This design comes from an exercise in tuning for small area, a short achievable clock period and few clock cycles per item on the open sky130 flow, not from production work. Only simulation tests tie the RTL to the original design; equivalence was not proved. Power and IR drop assume default switching activity.

`design/flow/design.v`:
```
`default_nettype none
package bridgePkg;
  localparam int addrWidth = 32;
  localparam int dataWidth = 32;
  localparam int strbWidth = 4;
  localparam int idWidth   = 8;
  localparam int lenWidth  = 8;
  localparam int slaveNum  = 4;
  localparam int fifoDepth = 4;
  localparam logic [slaveNum*addrWidth-1:0] slaveBase = {
    32'h0000_3000, 32'h0000_2000, 32'h0000_1000, 32'h0000_0000
  };
  localparam logic [addrWidth-1:0] slaveSize = 32'h0000_1000;
  localparam logic [1:0] respOkay   = 2'd0;
  localparam logic [1:0] respSlvErr = 2'd2;
  localparam logic [1:0] respDecErr = 2'd3;
  localparam logic [1:0] burstFixed = 2'd0;
  localparam logic [1:0] burstIncr  = 2'd1;
  localparam logic [1:0] stIdle   = 2'd0;
  localparam logic [1:0] stWait   = 2'd1;
  localparam logic [1:0] stSetup  = 2'd2;
  localparam logic [1:0] stAccess = 2'd3;
  localparam int addrReqBits = addrWidth + idWidth + lenWidth + 2 + 3;
  localparam int wrDataBits  = dataWidth + strbWidth;
  localparam int rdRespBits  = dataWidth + 2 + idWidth + 1;
  typedef struct packed {
    logic [addrWidth-1:0] addr;
    logic [idWidth-1:0]   id;
    logic [lenWidth-1:0]  len;
    logic [1:0]           burst;
    logic [2:0]           prot;
  } axiAddrT;
  typedef struct packed {
    logic [dataWidth-1:0] data;
    logic [strbWidth-1:0] strb;
  } axiWrDataT;
  typedef struct packed {
    logic [dataWidth-1:0] data;
    logic [1:0]           resp;
    logic [idWidth-1:0]   id;
    logic                 last;
  } axiRdRespT;
  typedef struct packed {
    logic [addrWidth-1:0] paddr;
    logic [dataWidth-1:0] pwdata;
    logic [strbWidth-1:0] pstrb;
    logic [2:0]           pprot;
    logic                 pwrite;
    logic                 penable;
  } apbReqT;
endpackage
`default_nettype wire
`timescale 1ns/1ps
`default_nettype none
module syncFifo #(
  parameter int width = 8,
  parameter int depth = 4
) (
  input  wire              pclk,
  input  wire              preset_n,
  input  wire              push,
  input  wire              pop,
  input  wire [width-1:0]  din,
  output logic [width-1:0] dout,
  output logic             full,
  output logic             empty
);
  logic [width-1:0]         mem [depth];
  logic [$clog2(depth)-1:0] wrPtr;
  logic [$clog2(depth)-1:0] rdPtr;
  logic [$clog2(depth):0]   count;
  logic                     doPush;
  logic                     doPop;
  assign doPush = push && !full;
  assign doPop  = pop && !empty;
  assign full   = (count == depth[$clog2(depth):0]);
  assign empty  = (count == '0);
  assign dout   = mem[rdPtr];
  always_ff @(posedge pclk) begin
    if (doPush) begin
      mem[wrPtr] <= din;
    end
  end
  always_ff @(posedge pclk or negedge preset_n) begin
    if (!preset_n) begin
      wrPtr <= '0;
      rdPtr <= '0;
      count <= '0;
    end else begin
      if (doPush) begin
        wrPtr <= (int'(wrPtr) == depth - 1) ? '0 : wrPtr + 1'b1;
      end
      if (doPop) begin
        rdPtr <= (int'(rdPtr) == depth - 1) ? '0 : rdPtr + 1'b1;
      end
      case ({doPush, doPop})
        2'b10:   count <= count + 1'b1;
        2'b01:   count <= count - 1'b1;
        default: count <= count;
      endcase
    end
  end
endmodule
`default_nettype wire
`timescale 1ns/1ps
`default_nettype none
import bridgePkg::*;
module axiIngress (
  input  wire                   pclk,
  input  wire                   preset_n,
  input  wire                   awvalid,
  input  wire bridgePkg::axiAddrT   awReq,
  output logic                  awready,
  input  wire                   wvalid,
  input  wire bridgePkg::axiWrDataT wBeat,
  output logic                  wready,
  input  wire                   arvalid,
  input  wire bridgePkg::axiAddrT   arReq,
  output logic                  arready,
  output bridgePkg::axiAddrT    awHead,
  output bridgePkg::axiWrDataT  wHead,
  output bridgePkg::axiAddrT    arHead,
  output logic                  awPending,
  output logic                  wPending,
  output logic                  arPending,
  input  wire                   awPop,
  input  wire                   wPop,
  input  wire                   arPop
);
  logic awFull;
  logic wFull;
  logic arFull;
  logic awEmpty;
  logic wEmpty;
  logic arEmpty;
  assign awready   = !awFull;
  assign wready    = !wFull;
  assign arready   = !arFull;
  assign awPending = !awEmpty;
  assign wPending  = !wEmpty;
  assign arPending = !arEmpty;
  syncFifo #(.width(addrReqBits), .depth(fifoDepth)) awFifo (
    .pclk, .preset_n, .push(awvalid && awready), .pop(awPop),
    .din(awReq), .dout(awHead), .full(awFull), .empty(awEmpty)
  );
  syncFifo #(.width(wrDataBits), .depth(fifoDepth)) wFifo (
    .pclk, .preset_n, .push(wvalid && wready), .pop(wPop),
    .din(wBeat), .dout(wHead), .full(wFull), .empty(wEmpty)
  );
  syncFifo #(.width(addrReqBits), .depth(fifoDepth)) arFifo (
    .pclk, .preset_n, .push(arvalid && arready), .pop(arPop),
    .din(arReq), .dout(arHead), .full(arFull), .empty(arEmpty)
  );
endmodule
`default_nettype wire
`timescale 1ns/1ps
`default_nettype none
import bridgePkg::*;
module slaveDecoder (
  input  wire  [bridgePkg::addrWidth-1:0]                     startAddr,
  input  wire  [bridgePkg::slaveNum-1:0]                      psel,
  output logic [bridgePkg::slaveNum-1:0]                      sel,
  output logic                                                outOfMap,
  input  wire  [bridgePkg::slaveNum-1:0]                      pready,
  input  wire  [bridgePkg::slaveNum-1:0]                      pslverr,
  input  wire  [bridgePkg::slaveNum-1:0][bridgePkg::dataWidth-1:0] prdata,
  output logic                                                beatReady,
  output logic                                                beatErr,
  output logic [bridgePkg::dataWidth-1:0]                     beatData
);
  always_comb begin
    for (int i = 0; i < slaveNum; i++) begin
      sel[i] = (startAddr - slaveBase[i*addrWidth +: addrWidth]) < slaveSize;
    end
  end
  assign outOfMap = !(|sel);
  always_comb begin
    beatReady = outOfMap;
    beatErr   = outOfMap;
    beatData  = '0;
    for (int i = 0; i < slaveNum; i++) begin
      if (psel[i]) begin
        beatReady = beatReady | pready[i];
        beatErr   = beatErr | pslverr[i];
        beatData  = beatData | prdata[i];
      end
    end
  end
endmodule
`default_nettype wire
`timescale 1ns/1ps
`default_nettype none
import bridgePkg::*;
module apbSequencer (
  input  wire                             pclk,
  input  wire                             preset_n,
  input  wire bridgePkg::axiAddrT         awHead,
  input  wire bridgePkg::axiWrDataT       wHead,
  input  wire bridgePkg::axiAddrT         arHead,
  input  wire                             awPending,
  input  wire                             wPending,
  input  wire                             arPending,
  output logic                            awPop,
  output logic                            wPop,
  output logic                            arPop,
  output logic [bridgePkg::addrWidth-1:0] startAddr,
  input  wire  [bridgePkg::slaveNum-1:0]  sel,
  input  wire                             outOfMap,
  input  wire                             beatReady,
  input  wire                             beatErr,
  input  wire  [bridgePkg::dataWidth-1:0] beatData,
  output logic [bridgePkg::slaveNum-1:0]  psel,
  output bridgePkg::apbReqT               apbReq,
  output logic                            rdPush,
  output bridgePkg::axiRdRespT            rdBeat,
  output logic                            wrDone,
  output logic [1:0]                      bResp,
  output logic [bridgePkg::idWidth-1:0]   bId,
  input  wire                             rdSpace,
  input  wire                             bBusy
);
  logic [1:0]          state;
  logic                grantWr;
  logic                lastWr;
  bridgePkg::axiAddrT             cur;
  logic [lenWidth-1:0] beatCnt;
  logic                wrReq;
  logic                rdReq;
  logic                pickWr;
  logic                grant;
  logic                beatOk;
  logic                beatEnd;
  logic                lastBeat;
  assign wrReq    = awPending && !bBusy;
  assign rdReq    = arPending;
  assign pickWr   = wrReq && (!rdReq || !lastWr);
  assign grant    = (state == stIdle) && !wrDone && (wrReq || rdReq);
  assign beatOk   = grantWr ? wPending : rdSpace;
  assign beatEnd  = (state == stAccess) && beatReady;
  assign lastBeat = (beatCnt == cur.len);
  assign startAddr = cur.addr;
  assign wPop      = (state == stWait) && beatOk && grantWr;
  assign arPop     = beatEnd && lastBeat && !grantWr;
  assign awPop     = wrDone;
  assign rdPush    = beatEnd && !grantWr;
  assign bId       = cur.id;
  always_comb begin
    rdBeat.data = beatData;
    rdBeat.id   = cur.id;
    rdBeat.last = lastBeat;
    if (outOfMap) begin
      rdBeat.resp = respDecErr;
    end else if (beatErr) begin
      rdBeat.resp = respSlvErr;
    end else begin
      rdBeat.resp = respOkay;
    end
  end
  always_ff @(posedge pclk) begin
    if (grant) begin
      cur <= pickWr ? awHead : arHead;
    end
  end
  always_ff @(posedge pclk or negedge preset_n) begin
    if (!preset_n) begin
      state   <= stIdle;
      grantWr <= 1'b0;
      lastWr  <= 1'b0;
      beatCnt <= '0;
      bResp   <= respOkay;
      wrDone  <= 1'b0;
      psel    <= '0;
      apbReq  <= '0;
    end else begin
      wrDone <= 1'b0;
      case (state)
        stIdle: begin
          if (grant) begin
            grantWr       <= pickWr;
            lastWr        <= pickWr;
            beatCnt       <= '0;
            bResp         <= respOkay;
            apbReq.paddr  <= pickWr ? awHead.addr : arHead.addr;
            apbReq.pprot  <= pickWr ? awHead.prot : arHead.prot;
            apbReq.pwrite <= pickWr;
            state         <= stWait;
          end
        end
        stWait: begin
          if (beatOk) begin
            psel          <= sel;
            apbReq.pwdata <= grantWr ? wHead.data : '0;
            apbReq.pstrb  <= grantWr ? wHead.strb : '0;
            state         <= stSetup;
          end
        end
        stSetup: begin
          apbReq.penable <= 1'b1;
          state          <= stAccess;
        end
        default: begin
          if (beatReady) begin
            apbReq.penable <= 1'b0;
            if (grantWr && outOfMap) begin
              bResp <= respDecErr;
            end else if (grantWr && beatErr) begin
              bResp <= respSlvErr;
            end
            if (lastBeat) begin
              psel   <= '0;
              wrDone <= grantWr;
              state  <= stIdle;
            end else begin
              beatCnt <= beatCnt + 1'b1;
              if (cur.burst == burstIncr) begin
                apbReq.paddr <= apbReq.paddr + addrWidth'(4);
              end
              state <= stWait;
            end
          end
        end
      endcase
    end
  end
endmodule
`default_nettype wire
`timescale 1ns/1ps
`default_nettype none
import bridgePkg::*;
module axiResponder (
  input  wire                             pclk,
  input  wire                             preset_n,
  input  wire                             rdPush,
  input  wire bridgePkg::axiRdRespT       rdBeat,
  output logic                            rdSpace,
  output logic                            rvalid,
  output bridgePkg::axiRdRespT            rBeat,
  input  wire                             rready,
  input  wire                             wrDone,
  input  wire  [1:0]                      bResp,
  input  wire  [bridgePkg::idWidth-1:0]   bId,
  output logic                            bBusy,
  output logic                            bvalid,
  output logic [1:0]                      bresp,
  output logic [bridgePkg::idWidth-1:0]   bid,
  input  wire                             bready
);
  logic rdFull;
  logic rdEmpty;
  assign rdSpace = !rdFull;
  assign rvalid  = !rdEmpty;
  syncFifo #(.width(rdRespBits), .depth(fifoDepth)) rdFifo (
    .pclk, .preset_n, .push(rdPush), .pop(rvalid && rready),
    .din(rdBeat), .dout(rBeat), .full(rdFull), .empty(rdEmpty)
  );
  always_ff @(posedge pclk or negedge preset_n) begin
    if (!preset_n) begin
      bvalid <= 1'b0;
    end else if (wrDone) begin
      bvalid <= 1'b1;
    end else if (bready) begin
      bvalid <= 1'b0;
    end
  end
  always_ff @(posedge pclk) begin
    if (wrDone) begin
      bresp <= bResp;
      bid   <= bId;
    end
  end
  assign bBusy = bvalid;
endmodule
`default_nettype wire
`timescale 1ns/1ps
`default_nettype none
import bridgePkg::*;
module axiApbBridge (
  input  wire                                                 pclk,
  input  wire                                                 preset_n,
  input  wire                                                 awvalid,
  input  wire bridgePkg::axiAddrT                             awReq,
  output logic                                                awready,
  input  wire                                                 wvalid,
  input  wire bridgePkg::axiWrDataT                           wBeat,
  output logic                                                wready,
  input  wire                                                 arvalid,
  input  wire bridgePkg::axiAddrT                             arReq,
  output logic                                                arready,
  output logic                                                rvalid,
  output bridgePkg::axiRdRespT                                rBeat,
  input  wire                                                 rready,
  output logic                                                bvalid,
  output logic [1:0]                                          bresp,
  output logic [bridgePkg::idWidth-1:0]                       bid,
  input  wire                                                 bready,
  output bridgePkg::apbReqT                                   apbReq,
  output logic [bridgePkg::slaveNum-1:0]                      psel,
  input  wire  [bridgePkg::slaveNum-1:0]                      pready,
  input  wire  [bridgePkg::slaveNum-1:0]                      pslverr,
  input  wire  [bridgePkg::slaveNum-1:0][bridgePkg::dataWidth-1:0] prdata
);
  bridgePkg::axiAddrT              awHead;
  bridgePkg::axiWrDataT            wHead;
  bridgePkg::axiAddrT              arHead;
  logic                 awPending;
  logic                 wPending;
  logic                 arPending;
  logic                 awPop;
  logic                 wPop;
  logic                 arPop;
  logic [addrWidth-1:0] startAddr;
  logic [slaveNum-1:0]  sel;
  logic                 outOfMap;
  logic                 beatReady;
  logic                 beatErr;
  logic [dataWidth-1:0] beatData;
  logic                 rdPush;
  bridgePkg::axiRdRespT            rdBeat;
  logic                 wrDone;
  logic [1:0]           bResp;
  logic [idWidth-1:0]   bId;
  logic                 rdSpace;
  logic                 bBusy;
  axiIngress ingress (.*);
  apbSequencer sequencer (.*);
  slaveDecoder decoder (.*);
  axiResponder responder (.*);
endmodule
`default_nettype wire
`timescale 1ns/1ps
`default_nettype none
import bridgePkg::*;
module bridgeTop (
  input  wire         pclk,
  input  wire         preset_n,
  input  wire         awvalid,
  output logic        awready,
  input  wire  [31:0] awaddr,
  input  wire  [7:0]  awid,
  input  wire  [7:0]  awlen,
  input  wire  [1:0]  awburst,
  input  wire  [2:0]  awprot,
  input  wire         wvalid,
  output logic        wready,
  input  wire  [31:0] wdata,
  input  wire  [3:0]  wstrb,
  input  wire         arvalid,
  output logic        arready,
  input  wire  [31:0] araddr,
  input  wire  [7:0]  arid,
  input  wire  [7:0]  arlen,
  input  wire  [1:0]  arburst,
  input  wire  [2:0]  arprot,
  output logic        rvalid,
  input  wire         rready,
  output logic [31:0] rdata,
  output logic [1:0]  rresp,
  output logic [7:0]  rid,
  output logic        rlast,
  output logic        bvalid,
  input  wire         bready,
  output logic [1:0]  bresp,
  output logic [7:0]  bid,
  output logic [31:0] paddr,
  output logic [31:0] pwdata,
  output logic [3:0]  pstrb,
  output logic [2:0]  pprot,
  output logic        pwrite,
  output logic        penable,
  output logic [3:0]  psel,
  input  wire  [3:0]  pready,
  input  wire  [3:0]  pslverr,
  input  wire  [127:0] prdata
);
  bridgePkg::axiAddrT   awReq;
  bridgePkg::axiAddrT   arReq;
  bridgePkg::axiWrDataT wBeat;
  bridgePkg::axiRdRespT rBeat;
  bridgePkg::apbReqT    apbReq;
  assign awReq = {awaddr, awid, awlen, awburst, awprot};
  assign arReq = {araddr, arid, arlen, arburst, arprot};
  assign wBeat = {wdata, wstrb};
  assign rdata   = rBeat.data;
  assign rresp   = rBeat.resp;
  assign rid     = rBeat.id;
  assign rlast   = rBeat.last;
  assign paddr   = apbReq.paddr;
  assign pwdata  = apbReq.pwdata;
  assign pstrb   = apbReq.pstrb;
  assign pprot   = apbReq.pprot;
  assign pwrite  = apbReq.pwrite;
  assign penable = apbReq.penable;
  axiApbBridge bridge (
    .pclk, .preset_n,
    .awvalid, .awReq, .awready,
    .wvalid, .wBeat, .wready,
    .arvalid, .arReq, .arready,
    .rvalid, .rBeat, .rready,
    .bvalid, .bresp, .bid, .bready,
    .apbReq, .psel, .pready, .pslverr,
    .prdata(prdata)
  );
endmodule
`default_nettype wire
```
`design/flow/run.sh`:
```
#!/bin/bash
# synth_recipe.tcl (not shown) runs the flow's synth.tcl, then flattens the netlist and writes it again
# the make line also repeats each setting of config.mk as NAME=value (left out here)
make -C /OpenROAD-flow-scripts/flow DESIGN_CONFIG=/design/flow/config.mk WORK_HOME=/design/flow/orfs CLKGATE_MAP_FILE= SYNTH_SCRIPT=/design/flow/synth_recipe.tcl finish
```
`design/flow/config.mk`:
```
export PLATFORM = sky130hd
export DESIGN_NAME = bridgeTop
export DESIGN_NICKNAME = bridgeTop
export VERILOG_FILES = /design/flow/design.v
export SDC_FILE = /design/flow/constraint.sdc
export NUM_CORES = 4
export LEC_CHECK = 0
export CAP_MARGIN = 20
export CORE_MARGIN = 2
export CORE_UTILIZATION = 40
export SLEW_MARGIN = 20
```
`design/flow/constraint.sdc`:
```
create_clock -name core_clock -period 5.0 [get_ports {pclk}]
set_input_delay 1.0000 -clock core_clock [delete_from_list [all_inputs] [get_ports {pclk}]]
set_output_delay 1.0000 -clock core_clock [all_outputs]
set_load 0.01 [all_outputs]
```
==> metrics.md, run 1 <==
| Metric | Value |
|---|---|
| R2R depth | `15` |
| Status | `finished clean` |
| H-tree depth | `3` |
| CP max stage cell | `or4b_2` |
| Largest family of logic cells by synthesized area | `multiplexers` |
| CP Data Required Time | `5570 ps` |
| Post-synthesis compound-gate area fraction | `5.010%` |
| Post-synth EDFFs | `788` |
| Initial antenna violation count | `13` |
| Clock sinks | `907` |
| CTS buffer count | `97` |
| Worst path bufs/invs | `2` |
| Vias per inst | `5.447` |
| Initial DRC count | `1608` |
| Port bufs | `419` |
| Nets | `2772` |
| CTS tree | `yes` |
| Max VDD drop | `0.3129 mV` |
| Area delta synth->final | `24.60%` |
| Top Ports | `420` |
| Clock Skew | `34.71 ps` |
| Max-Cap Viols | `0` |
| Hold Fails Final Rpt | `0` |
| Syn Area/Cell | `18.37 µm²` |
| HPWL after DPL | `58.85 mm` |
| Post-Synth Adder-Cell Area | `1.417%` |
| Residual DRC | `0` |
| Floorplan die width | `306.3 µm` |
| Max stage delay on crit path | `620 ps` |
| Hold Slack | `421.3 ps` |
| CTS Buffer Depth | `3` |
| Seq/Total Area, Yosys | `72.87%` |
| Final worst-path cycle share | `87.75%` |
| Postcts setup bufs | `0` |
| CTS resizes | `0` |
| Clock slew at reported path FFs | `60 ps` |
| Min Tclk post-route | `4387 ps` |
| Flop2flop setup slack | `610 ps` |
| Slew margin rel. | `34.64%` |
| Crit path DAT | `4960 ps` |
| Mux share of post-synthesis cell area | `13.45%` |
| Static Leakage | `15.38 nW` |
| Setup CP Type | `reg -> reg` |
| Gr ovfl total | `0` |
| Vias | `20196` |
| Slew Viols, Final | `0` |
| Initial core utilization | `40.49%` |
| Hold Buf Count CTS | `0` |
| Filler cell count | `7391` |
| Crit path depth | `15` |
| Synthesis Warnings | `6` |
| Final setup violation count | `0` |
| FMAX | `227.9 MHz` |
| Vias in the first global route | `21067` |
| CTS root buf | `clkbuf_16` |
| Synthesized instance count | `1990` |
| Core Rows | `110` |
| Synth Register Bits | `907` |
| DRT Wirelength | `90.73 mm` |
| Reg-to-reg endpoint | `bridge.responder.rdFifo.count[2]` |
| Post-synthesis cell type count | `73` |
| Antenna Nets Post-Route | `0` |
| CP Capture Type | `flip-flop` |
| Post-Synth XOR/XNOR Area | `0.6947%` |
| Die height | `306.3 µm` |
| Placer Congestion | `0.8686` |
| Total track usage | `19.34%` |
| Post-Synth Simple-Gate Area | `5.000%` |
| WL/cell | `24.47 µm` |
| Worst setup SP type | `flip-flop` |
| Die area | `0.09384 mm²` |
| Slew @ Worst Pin | `980.4 ps` |
| Share of cells above drive strength 1 | `19.15%` |
| Post-synth ARST share | `13.12%` |
| Mapped Area | `0.03656 mm²` |
| PwrDens | `560.1 mW/mm²` |
| Clock latency on the worst-skew pair | `670 ps` |
| CP max FO | `7` |
| Drt first pass iters | `5` |
| Hold WC Path Type | `in -> async` |
| TNS Setup | `0 ps` |
| Crit path max-delay family | `simple AND/OR/NAND/NOR gates` |
| RSZ-0062 raised after global routing | `no` |
| Global-route wire length before repair | `135.3 mm` |
| Core Area | `0.09029 mm²` |
| Dominant synthesized flop cell | `edfxtp_1` |
| Pin count of the biggest net entering global routing | `91` |
| Reg2reg start | `bridge.sequencer.cur[35]` |
| Worst path cell trace | `inv_1, ha_1, and2b_1, a21boi_0, or4b_2, a2111oi_0, and4bb_4, o31ai_4, nand4b_2, ha_1, inv_1, fa_1, xor2_1, nor2_1, xor2_1` |
[registers in the layout (all words and copies together) (netlist names), 3 cells and up]
name,count
bridge.ingress.arFifo.mem,212
bridge.sequencer.psel,4
bridge.ingress.wFifo.count,3
bridge.responder.rdFifo.count,3
bridge.sequencer.apbReq,73
bridge.sequencer.cur,38
bridge.responder.rdFifo.mem,172
bridge.ingress.awFifo.count,3
bridge.sequencer.beatCnt,8
bridge.ingress.awFifo.mem,212
bridge.responder.bid,8
bridge.ingress.wFifo.mem,144
bridge.ingress.arFifo.count,3
[worst max-delay path by stage]
stage                        startpoint                                 to  slack (ps)
6_report       bridge.sequencer.cur[35]   bridge.responder.rdFifo.count[2]         610
2_1_floorplan  bridge.sequencer.cur[35]  bridge.responder.rdFifo.mem[0][0]         110
4_1_cts        bridge.sequencer.cur[35]   bridge.responder.rdFifo.count[2]         670
3_3_place_gp   bridge.sequencer.cur[35]   bridge.responder.rdFifo.count[2]         850
3_5_place_dp   bridge.sequencer.cur[35]   bridge.responder.rdFifo.count[2]         720
5_1_grt        bridge.sequencer.cur[35]   bridge.responder.rdFifo.count[2]         270
[layout make-up]
class / instances / area [µm²] / area share, %
Timing Repair Buffer: 459 / 4546 / 9.979
Tap cell: 1176 / 1471 / 3.230
Clock buffer: 128 / 2655 / 5.828
Inverter: 48 / 180.2 / 0.3955
Multi-Input combinational cell: 935 / 9422 / 20.68
Antenna cell: 4 / 10.01 / 0.02197
Clock inverter: 51 / 609.3 / 1.338
Sequential cell: 907 / 26660 / 58.53
[Yosys cell counts (12+ instances only)]
library cell	instances	area, µm²
edfxtp_1	788	23660
mux4_2	185	4167
nand2_1	139	521.8
dfrtp_1	119	2978
clkbuf_1	71	266.5
a22oi_1	69	518.0
mux2_2	55	619.3
o21ai_0	55	275.3
nor2_1	52	195.2
inv_1	47	176.4
ha_1	35	437.9
nand3_1	29	145.1
nor3_1	29	145.1
a21oi_1	27	135.1
and3_1	23	143.9
buf_1	23	86.33
xnor2_1	18	157.7
nand4_1	17	106.4
nor4_1	15	93.84
a21o_1	13	97.59
o221a_2	13	146.4
a211oi_1	12	90.09
[per-layer routing]
| layer | track usage [%] | share of wire, % |
|---|---|---|
| met1 | 24.78 | 41 |
| met5 | 0 | 0.15 |
| met4 | 4.514 | 1.7 |
| met2 | 33.18 | 50 |
| met3 | 4.825 | 6.9 |
[power breakdown]
| group | total, mW | switching [mW] | internal, mW |
|---|---|---|---|
| Sequential | 11.2 | 1.09 | 10.1 |
| Combinational | 7.06 | 3.78 | 3.28 |
| Clock | 7.27 | 2.91 | 4.36 |
[stage by stage]
| stage | utilization, % | instances | cell area (µm²) | power (mW) | setup slack (ps) |
|---|---|---|---|---|---|
| floorplan | - | 1990 | 36560 | 15.24 | 109.3 |
| global placement | 46.81 | 3525 | 42260 | 18.29 | 845.4 |
| detailed placement | 46.81 | 3525 | 42270 | 18.52 | 721.8 |
| CTS | 50.43 | 3704 | 45530 | 25.84 | 671.1 |
| global route | 50.45 | 3705 | 45550 | 26.78 | 272.8 |
| finish | 50.45 | 3708 | 45550 | 25.52 | 612.6 |
[layout by cell type, fill, tap and decap left out, types with 27 or more instances in the layout]
cell	instances
mux4_2	185
inv_1	46
nand3_1	29
ha_1	34
nor2_1	48
a22oi_1	69
clkdlybuf4s50_1	418
o21ai_0	55
mux2_2	55
buf_4	36
edfxtp_1	788
clkbuf_16	98
a21oi_1	27
nand2_1	138
nor3_1	27
dfrtp_1	111
[kinds of logic after synthesis]
group | after synthesis
and+or+nand+nor | 363
muxes | 253
DFF | 907
xor gates and xnor gates | 29
buffers and inverters | 148
adders and majority gates | 39
AOI/OAI and AO/OA | 251
[worst register-to-register path, stage by stage (launching register included)]
cell and delay [ps]:
edfxtp_1 490, inv_1 170, ha_1 210, and2b_1 270, a21boi_0 110, or4b_2 620, a2111oi_0 530, and4bb_4 400
o31ai_4 90, nand4b_2 310, ha_1 260, inv_1 60, fa_1 370, xor2_1 150, nor2_1 110, xor2_1 150
Testbench counts, summed over its fixed seeds: cycles 12,005, beats 2,933.
==> inputs of run 2 (changes only) <==
==> design/flow/design.v (replaced) <==
`timescale 1ns/1ps
`default_nettype none
module bridgeTop (
  input  wire         pclk,
  input  wire         preset_n,
  input  wire         awvalid,
  output logic        awready,
  input  wire  [31:0] awaddr,
  input  wire  [7:0]  awid,
  input  wire  [7:0]  awlen,
  input  wire  [1:0]  awburst,
  input  wire  [2:0]  awprot,
  input  wire         wvalid,
  output logic        wready,
  input  wire  [31:0] wdata,
  input  wire  [3:0]  wstrb,
  input  wire         arvalid,
  output logic        arready,
  input  wire  [31:0] araddr,
  input  wire  [7:0]  arid,
  input  wire  [7:0]  arlen,
  input  wire  [1:0]  arburst,
  input  wire  [2:0]  arprot,
  output logic        rvalid,
  input  wire         rready,
  output logic [31:0] rdata,
  output logic [1:0]  rresp,
  output logic [7:0]  rid,
  output logic        rlast,
  output logic        bvalid,
  input  wire         bready,
  output logic [1:0]  bresp,
  output logic [7:0]  bid,
  output logic [31:0] paddr,
  output logic [31:0] pwdata,
  output logic [3:0]  pstrb,
  output logic [2:0]  pprot,
  output logic        pwrite,
  output logic        penable,
  output logic [3:0]  psel,
  input  wire  [3:0]  pready,
  input  wire  [3:0]  pslverr,
  input  wire  [127:0] prdata
);
  logic        act;
  logic        turn;       
  logic        oom;        
  logic        incr;
  logic [7:0]  cnt;        
  logic [7:0]  id;
  logic        werr;       
  logic        wHave;      
  logic [14:0] addr;
  logic [3:0]  strb;
  logic        last;
  logic        take;
  logic        sel;        
  logic        serr;
  logic [31:0] sdata;
  logic        done;
  logic        go;
  assign last = (cnt == 8'd0);
  assign awready = !act && turn;
  assign arready = !act && !turn;
  assign take    = !act && (turn ? awvalid : arvalid);
  assign wready = !wHave && !(act && pwrite && penable);
  always_comb begin
    sel   = 1'b0;
    serr  = 1'b0;
    sdata = 32'd0;
    for (int s = 0; s < 4; s++) begin
      sel   = sel   | (psel[s] & pready[s]);
      serr  = serr  | (psel[s] & pslverr[s]);
      sdata = sdata | ({32{psel[s]}} & prdata[32*s +: 32]);
    end
  end
  assign done = act && penable && (oom || sel);
  assign go   = act && !penable &&
                (pwrite ? (wHave && (!last || !bvalid || bready))
                        : (!rvalid || rready));
  assign paddr   = {17'd0, addr};
  assign pstrb   = pwrite ? strb : 4'd0;
  always_ff @(posedge pclk or negedge preset_n) begin
    if (!preset_n) begin
      act     <= 1'b0;
      turn    <= 1'b0;
      penable <= 1'b0;
      psel    <= 4'd0;
      wHave   <= 1'b0;
      rvalid  <= 1'b0;
      bvalid  <= 1'b0;
    end else begin
      if (!act) begin
        turn <= take ? !turn : !turn;
      end
      if (take) begin
        act <= 1'b1;
        if (turn ? (awaddr[31:14] == 18'd0) : (araddr[31:14] == 18'd0)) begin
          psel <= 4'b0001 << (turn ? awaddr[13:12] : araddr[13:12]);
        end
      end
      if (go) begin
        penable <= 1'b1;
      end
      if (done) begin
        penable <= 1'b0;
        if (last) begin
          act  <= 1'b0;
          psel <= 4'd0;
        end
      end
      if (wready && wvalid) begin
        wHave <= 1'b1;
      end else if (done && pwrite) begin
        wHave <= 1'b0;
      end
      rvalid <= (done && !pwrite) || (rvalid && !rready);
      bvalid <= (done && pwrite && last) || (bvalid && !bready);
    end
  end
  always_ff @(posedge pclk) begin
    if (take) begin
      pwrite <= turn;
      oom    <= turn ? (awaddr[31:14] != 18'd0) : (araddr[31:14] != 18'd0);
      incr   <= turn ? (awburst == 2'd1) : (arburst == 2'd1);
      cnt    <= turn ? awlen : arlen;
      id     <= turn ? awid : arid;
      pprot  <= turn ? awprot : arprot;
      addr   <= {1'b0, turn ? awaddr[13:0] : araddr[13:0]};
      werr   <= 1'b0;
    end else if (done) begin
      cnt  <= cnt - 8'd1;
      werr <= werr | serr;
      if (incr) begin
        addr[14:2] <= addr[14:2] + 13'd1;
      end
    end
    if (wready && wvalid) begin
      pwdata <= wdata;
      strb   <= wstrb;
    end
  end
  always_ff @(posedge pclk) begin
    if (act && penable && !pwrite) begin
      rdata <= sdata;
      rresp <= {oom | serr, oom};
      rid   <= id;
      rlast <= last;
    end
    if (act && penable && pwrite && last) begin
      bresp <= {oom | werr | serr, oom};
      bid   <= id;
    end
  end
endmodule
`default_nettype wire
--- a/design/flow/config.mk
+++ b/design/flow/config.mk
@@ -8,4 +8,5 @@
 export CAP_MARGIN = 20
 export CORE_MARGIN = 2
 export CORE_UTILIZATION = 40
+export SETUP_SLACK_MARGIN = 3.0
 export SLEW_MARGIN = 20
==> run 2 against run 1 <==
Non-clock buffer count down 2. Sequential share of layout area down 23 points. Register-to-register slack better by 2400 ps. Fmax up 92%. Final cell count down 69%. First-iteration DRC count down 77%. Synthesized cell count down 75%. Critical endpoint is now wready. Largest power group unchanged.
==> metrics.md, run 2 <==
| Metric | Value |
|---|---|
| Status | `finished clean` |
| Hold WC Path Type | `reg -> reg` |
| Share of cells above drive strength 1 | `27.89% (+8.7 points)` |
| Synth Register Bits | `137 (-85%)` |
| CP Data Required Time | `4000 ps (-1570 ps)` |
| Vias per inst | `5.185 (-4.8%)` |
| Synth top area share | `59.44% (-5.3 points)` |
| HPWL after DPL | `17.90 mm (-70%)` |
| Max-Cap Viols | `0 (unchanged)` |
| Die height | `129.6 µm (-58%)` |
| CTS Buffer Depth | `2 (-1)` |
| Most frequent cell after synthesis | `edfxtp_1` |
| Filler cell count | `1080 (-85%)` |
| Top Ports | `420 (unchanged)` |
| Seq/Total Area, Yosys | `64.04% (-8.8 points)` |
| PwrDens | `301.5 mW/mm² (-46%)` |
| Drt first pass iters | `4 (-1)` |
| FMAX | `436.6 MHz (+92%)` |
| Global-route wire length before repair | `34.27 mm (-75%)` |
| Slew margin rel. | `44.08% (+9.4 points)` |
| Final worst-path cycle share | `45.81% (-42 points)` |
| CP max FO | `2 (-5)` |
| Clock slew at reported path FFs | `50 ps (about the same)` |
| DRT Wirelength | `24.88 mm (-73%)` |
| RSZ-0062 raised after global routing | `yes` |
| Nets | `1225 (-56%)` |
| Die area | `0.01681 mm² (-82%)` |
| Max VDD drop | `0.2392 mV (-24%)` |
| Slew Viols, Final | `0 (unchanged)` |
| Dominant synthesized flop cell | `edfxtp_1` |
| Initial antenna violation count | `1 (-12)` |
| Setup CP Type | `reg -> out` |
| Biggest regs | `pwdata: 32 flops, rdata: 32 flops, addr: 15 flops` |
| Most common cell on crit path | `buf_6` |
| Residual DRC | `0 (unchanged)` |
| Post-synth EDFFs | `125 (-84%)` |
| Commonest cells after routing, fill and taps aside | `clkdlybuf4s50_1 (263), edfxtp_1 (125), buf_2 (108)` |
| Gr ovfl total | `0 (unchanged)` |
| Worst path cell trace | `buf_6, a21oi_4, buf_6` |
| Post-synthesis cell type count | `46 (-37%)` |
| CTS root buf | `clkbuf_16` |
| Antenna Nets Post-Route | `0 (unchanged)` |
| Clock Skew | `8.391 ps (-26.32 ps)` |
| Synthesized instance count | `489 (-75%)` |
| Worst path bufs/invs | `2 (unchanged)` |
| Vias | `6020 (-70%)` |
| Core Area | `0.01531 mm² (-83%)` |
| Core Rows | `45 (-59%)` |
| Slew @ Worst Pin | `838.9 ps (-141.6 ps)` |
| Syn Area/Cell | `12.91 µm² (-30%)` |
| Initial core utilization | `41.23% (+0.74 points)` |
| Flop2flop setup slack | `3060 ps (+2450 ps)` |
| Crit path max-delay family | `flip-flops` |
| Vias in the first global route | `5820 (-72%)` |
| CTS buffer count | `17 (-82%)` |
| Min Tclk post-route | `2290 ps (-2097 ps)` |
| Floorplan die width | `129.6 µm (-58%)` |
| H-tree depth | `4 (+1)` |
| Static Leakage | `4.549 nW (-70%)` |
| Total track usage | `28.14% (+8.8 points)` |
| CP Capture Type | `output port` |
| Pin count of the biggest net entering global routing | `44 (-52%)` |
| Final setup violation count | `0 (unchanged)` |
| Port bufs | `402 (-4.1%)` |
| Clock latency on the worst-skew pair | `420 ps (-250 ps)` |
| Area delta synth->final | `78.13%` |
| Initial DRC count | `371 (-77%)` |
| Largest area contributor in the netlist | `edfxtp_1` |
| Seq. cell area | `0.004050 mm² (-85%)` |
| WL/cell | `21.43 µm (-12%)` |
| Commonest non-fill, non-tap cell in the layout | `clkdlybuf4s50_1` |
| # diodes | `0 (-4)` |
| CP max stage cell | `edfxtp_1` |
| Commonest cells in the netlist | `edfxtp_1 (125), a22oi_1 (66), nand2_1 (55), a21oi_1 (22), buf_4 (19)` |
| Hold Fails Final Rpt | `0 (unchanged)` |
| Placer Congestion | `0.9159 (+5.4%)` |
| Fin util | `73.45% (+23 points)` |
| CTS tree | `yes` |
| Mapped Area | `0.006315 mm² (-83%)` |
| TNS Setup | `0 ps (unchanged)` |
| Post-synth ARST share | `7.299% (-5.8 points)` |
| Clock sinks | `137 (-85%)` |
| Crit path DAT | `1290 ps (-3670 ps)` |
| Synthesis Warnings | `1 (-5)` |
| Worst setup SP type | `flip-flop` |
| Ranking of synthesized cells by area | `edfxtp_1 (59%), a22oi_1 (7.8%), dfrtp_1 (4.0%), nand2_1 (3.3%), mux2_2 (2.7%)` |
| Max stage delay on crit path | `440 ps (-180 ps)` |
| Area taken by multi-input logic gates | `0.002238 mm² (-76%)` |
## run 2: changes by cell type after synthesis, moves of 23 or more
cell and change:
clkbuf_1 -55, dfrtp_1 -109, edfxtp_1 -663, ha_1 -32, inv_1 -42, mux2_2 -40, mux4_2 -185, nand2_1 -84
nand3_1 -23, nor2_1 -37, nor3_1 -25, o21ai_0 -41
## run 2: per-layer routing
layer  routed length (µm)  global-route usage (%)  vias to the layer above
met5                   13                       0                        -
met4                 1131                   12.97                        2
met3                 2133                   9.207                       59
met2                12600                   48.11                      331
met1                 9008                   32.08                     2897
li1                     -                       -                     2731
## run 2: cells by family after synthesis
kind of cell | after synthesis | synth area share (%)
flip-flops | 137 | 64.04
AND/OR/NAND/NOR | 130 | 10.42
AO/OA/AOI/OAI | 121 | 13.34
XOR/XNOR | 17 | 2.358
buffers and inverters | 53 | 4.557
other | 1 | 0.05938
multiplexers | 27 | 4.636
adder cells (fa/ha/maj) | 3 | 0.5945
## run 2: timing repair
| item | CTS | global route |
|---|---|---|
| resized for setup | 526 | 41 |
| cloned | 4 | 1 |
| setup endpoints to repair | 231 | 100 |
| pin swaps | 11 | 14 |
| hold buffers | 0 | 0 |
| buffers inserted | 36 | 10 |
## run 2: power by group
group          switching [mW]  internal (mW)  leakage (nW)  total (mW)
clock                   0.450          0.872         0.306        1.32
sequential             0.0327           1.33          1.32        1.36
combinational           0.306          0.406          2.92       0.712
total                   0.789           2.60          4.55        3.39
## run 2: worst paths after layout
| path | end | cells after the start | startpoint |
|---|---|---|---|
| min in group asynchronous | rvalid | 1 | preset_n |
| setup / recovery | wready | 3 | pwrite |
| hold / removal | bid[0] | 0 | id[0] |
| hold reg to reg | bid[0] | 0 | id[0] |
| setup reg to reg | cnt[7] | 6 | turn |
| max in group asynchronous | turn | 1 | preset_n |
## run 2: stage by stage
step / hold WS (ps) / power (mW) / setup WS, ps / area [µm²] / cells
after CTS: 448.2 / 3.344 / 2702 / 11000 / 1150
after floorplan: 421.5 / 1.666 / 2814 / 6501 / 505
after global placement: 422.8 / 2.000 / 1823 / 10530 / 1078
after detailed placement: 435.0 / 2.009 / 1690 / 10530 / 1078
after global routing: 453.5 / 3.498 / 2684 / 11250 / 1161
final: 448.3 / 3.392 / 2710 / 11250 / 1161
## run 2: final cells by class
class,instances,share of cell area [%]
well taps,211,2.347
repair inverters,1,0.07786
flip-flops and latches,137,36.01
clock inverters,8,1.268
repair buffers,457,35.81
multi-input cells,317,19.90
inverters,6,0.3115
clock buffers,24,4.283
## run 2: worst reg2reg max path, cell delays in order, from the launching register on
cell,delay (ps)
dfrtp_4,520
buf_6,170
mux2i_4,200
or2_4,290
buf_4,210
a211oi_1,230
a21oi_1,70
Testbench counts of run 2, summed over its fixed seeds: cycles 9,506, beats 2,933.
==> inputs of run 3 (changes only) <==
--- a/design/flow/config.mk
+++ b/design/flow/config.mk
@@ -8,5 +8,4 @@
 export CAP_MARGIN = 20
 export CORE_MARGIN = 2
 export CORE_UTILIZATION = 40
-export SETUP_SLACK_MARGIN = 3.0
 export SLEW_MARGIN = 20
==> run 3 against run 2 <==
Still clean on timing, DRC and antenna. Clock-buffer cell count down 3. Cell area down 1.4%. Worst setup slack worse by 740 ps. Fmax down 24%. Die area unchanged. Critical path depth unchanged. Wire length down 5.9%. Critical endpoint unchanged. Largest cell class is now non-clock buffers. Largest power group unchanged.
==> metrics.md, run 3 <==
| Metric | Value |
|---|---|
| Sequential Power Share | `41.7% (+1.7 points)` |
| Global-route wire length before repair | `32.15 mm (-6.2%)` |
| Crit path DAT | `2030 ps (+740 ps)` |
| Core Rows | `45 (unchanged)` |
| R2R depth | `6 (unchanged)` |
| NetSw | `753.8 µW (-4.4%)` |
| Post-synthesis cell type count | `46 (unchanged)` |
| Clock Skew | `7.069 ps (-1.322 ps)` |
| Commonest cells after routing, fill and taps aside | `clkdlybuf4s50_1 (402), edfxtp_1 (125), a22oi_1 (66)` |
| Initial core utilization | `41.23% (unchanged)` |
| Vias per inst | `5.094 (-1.8%)` |
| Initial DRC count | `536 (+44%)` |
| Static Leakage | `4.067 nW (-11%)` |
| Vias in the first global route | `5565 (-4.4%)` |
| Internal | `2.508 mW (-3.6%)` |
| Hold Buf Count CTS | `0 (unchanged)` |
| Initial antenna violation count | `2 (+1)` |
| Dominant synthesized flop cell | `edfxtp_1` |
| Max-Cap Viols | `0 (unchanged)` |
| Syn Area/Cell | `12.91 µm² (unchanged)` |
| Seq. cell area | `0.004045 mm² (-0.12%)` |
| Biggest regs | `pwdata: 32 flops, rdata: 32 flops, addr: 15 flops` |
| TNS Setup | `0 ps (unchanged)` |
| M1 GR Usage | `31.34% (-0.74 points)` |
| Top Ports | `420 (unchanged)` |
| WL/cell | `21.03 µm (-1.9%)` |
| Max VDD drop | `0.2794 mV (+17%)` |
| Mapped Area | `0.006315 mm² (unchanged)` |
| Worst setup SP type | `flip-flop` |
| Hold Fails Final Rpt | `0 (unchanged)` |
| Gr ovfl total | `0 (unchanged)` |
| Min Tclk post-route | `3028 ps (+737.9 ps)` |
| Share of cells above drive strength 1 | `6.889% (-21 points)` |
| Filler cell count | `1100 (+1.9%)` |
| Total track usage | `26.68% (-1.5 points)` |
| Postcts setup bufs | `0 (-100%)` |
| Clock sinks | `137 (unchanged)` |
| Area delta synth->final | `75.55%` |
| CTS root buf | `clkbuf_16` |
| CTS Buffer Depth | `2 (unchanged)` |
| Post-synth ARST share | `7.299% (unchanged)` |
| CP max FO | `10 (+8)` |
| Most frequent cell after synthesis | `edfxtp_1` |
| CTS buffer count | `17 (unchanged)` |
| Area taken by multi-input logic gates | `0.002051 mm² (-8.4%)` |
| Largest area contributor in the netlist | `edfxtp_1` |
| Met2 Use GR | `45.06% (-3.0 points)` |
| Die area | `0.01681 mm² (unchanged)` |
| Drt first pass iters | `7 (+3)` |
| Status | `finished clean` |
| Placer Congestion | `0.9319 (+1.7%)` |
| RSZ-0062 raised after global routing | `no` |
| Synth Register Bits | `137 (unchanged)` |
| Nets | `1175 (-4.1%)` |
| Hold Slack | `448.1 ps (-0.1190 ps)` |
| Synthesized instance count | `489 (unchanged)` |
| Residual DRC | `0 (unchanged)` |
| Seq/Total Area, Yosys | `64.04% (unchanged)` |
| Slew margin rel. | `33.88% (-10 points)` |
| HPWL after DPL | `18.72 mm (+4.6%)` |
| Clock latency on the worst-skew pair | `420 ps (about the same)` |
| Hold WC Path Type | `reg -> reg` |
| H-tree depth | `4 (unchanged)` |
| Commonest cells in the netlist | `edfxtp_1 (125), a22oi_1 (66), nand2_1 (55), a21oi_1 (22), buf_4 (19)` |
| Hold path depth | `0 (unchanged)` |
| Pin count of the biggest net entering global routing | `46 (+4.5%)` |
| Ranking of synthesized cells by area | `edfxtp_1 (59%), a22oi_1 (7.8%), dfrtp_1 (4.0%), nand2_1 (3.3%), mux2_2 (2.7%)` |
| FMAX | `330.2 MHz (-24%)` |
| PwrDens | `294.3 mW/mm² (-2.4%)` |
| Vias | `5670 (-5.8%)` |
| Pwr Total | `3.262 mW (-3.8%)` |
| Antenna Nets Post-Route | `0 (unchanged)` |
| Post-synth EDFFs | `125 (unchanged)` |
| DRT Wirelength | `23.41 mm (-5.9%)` |
| CTS resizes | `0 (-100%)` |
| Part of the power in the clock network | `39.5% (+0.5 points)` |
| Slew @ Worst Pin | `988.2 ps (+149.3 ps)` |
| Setup CP Type | `reg -> out` |
| Clock slew at reported path FFs | `60 ps (about the same)` |
| Slew Viols, Final | `0 (unchanged)` |
| Die height | `129.6 µm (unchanged)` |
| Synth top area share | `59.44% (unchanged)` |
| Final worst-path cycle share | `60.57% (+15 points)` |
| GR Util met3 | `7.680% (-1.5 points)` |
| Synthesis Warnings | `1 (unchanged)` |
| Gr busiest metal | `met2` |
| CTS tree | `yes` |
| Final setup violation count | `0 (unchanged)` |
| Core Area | `0.01531 mm² (unchanged)` |
| Combinational share of power | `18.7% (-2.3 points)` |
| Switching share of power | `23.11% (-0.15 points)` |
| Floorplan die width | `129.6 µm (unchanged)` |
| Finished Layout Cells | `1113 (-4.1%)` |
| # placed instances | `1079 (+0.093%)` |
| Port bufs | `402 (unchanged)` |
| CP Data Required Time | `4000 ps (about the same)` |
| CP Capture Type | `output port` |
| Commonest non-fill, non-tap cell in the layout | `clkdlybuf4s50_1` |
## run 3: path summary, 6_finish.rpt
check                          from  endpoint  slack [ps]
setup / recovery                act    wready        1970
hold / removal                id[3]    bid[3]         450
setup reg to reg               turn   psel[1]        2440
hold reg to reg               id[3]    bid[3]         450
max in group asynchronous  preset_n      turn        3730
min in group asynchronous  preset_n    rvalid         920
## run 3: worst max-delay path: stages, from the launching register on
cell             delay [ps]
dfrtp_1                 510
and2_1                  230
a21oi_1                 270
clkdlybuf4s50_1         610
## run 3: cell families (layout without fill, tap and decap cells)
logic type               after synthesis  count (layout)  synth area share (%)
AND/OR/NAND/NOR                      130             130                 10.42
other                                  1              19               0.05938
adder cells (fa/ha/maj)                3               3                0.5945
AO/OA/AOI/OAI                        121             121                 13.34
XOR/XNOR                              17              17                 2.358
buffers and inverters                 53             448                 4.557
flip-flops                           137             137                 64.04
multiplexers                          27              27                 4.636
## run 3: layout make-up
type	count	area share, %
clock inverter	11	1.298
clock buffer	21	4.244
inverter	6	0.2032
antenna	2	0.04515
timing repair buffer	410	36.84
multi-input combinational	315	18.50
sequential	137	36.49
tap	211	2.381
## run 3: power by group through the flow
stage	registers, mW	clock network, mW	logic [mW]
finish	1.36	1.29	0.612
global route	1.37	1.35	0.653
CTS	1.36	1.30	0.616
detailed placement	1.38	0	0.613
global placement	1.38	0	0.603
floorplan	1.39	0	0.259
## run 3: metal layers
metal  vias to the layer above  share of wire [%]  wire [µm]
met1                      2683                 38       8877
met4                         0                3.5        830
met5                         -                  0          0
met2                       301                 50      11660
met3                        51                8.7       2044
li1                       2635                  -          -
## run 3: metrics by stage
step	instance area (µm²)	util (%)	worst slack, ps
global placement	10470	68.34	1733
CTS	11080	72.35	1961
detailed placement	10470	68.34	1547
floorplan	6375	-	2105
global route	11090	72.39	1766
finish	11090	72.39	1972

==> separate check: timing with driven ports <==
No port has a modelled driver above. Below, the same layouts with a new extraction and two added sets of constraints.
Step 1: set_driving_cell puts a clkbuf_16 on pclk and a buf_2 on each other input, an assumption about the parent block.
Step 2 moves the port delays by t, midway between the first and last clock arrival at a register: inputs arrive t later, outputs are due t later. That takes back most of the time a late clock gives input paths.
Slacks: ideal ports / drivers / drivers and shift; pairs: ideal ports / drivers.
run	t, ns	slack for setup (ns)	latest minus earliest clock arrival (ns)	worst data-port slew with drivers (ns)
run 1	0.713	0.613 / 0.613 / 0.613	0.038 / 0.038	0.13
run 2	0.463	2.710 / 2.664 / 2.370	0.011 / 0.010	0.09
run 3	0.459	1.972 / 1.927 / 1.534	0.007 / 0.007	0.09
After both steps every run listed still meets setup and hold. The setup slack of run 3, which loses most, moves by -0.045 ns with the drivers and by -0.438 ns with both steps.
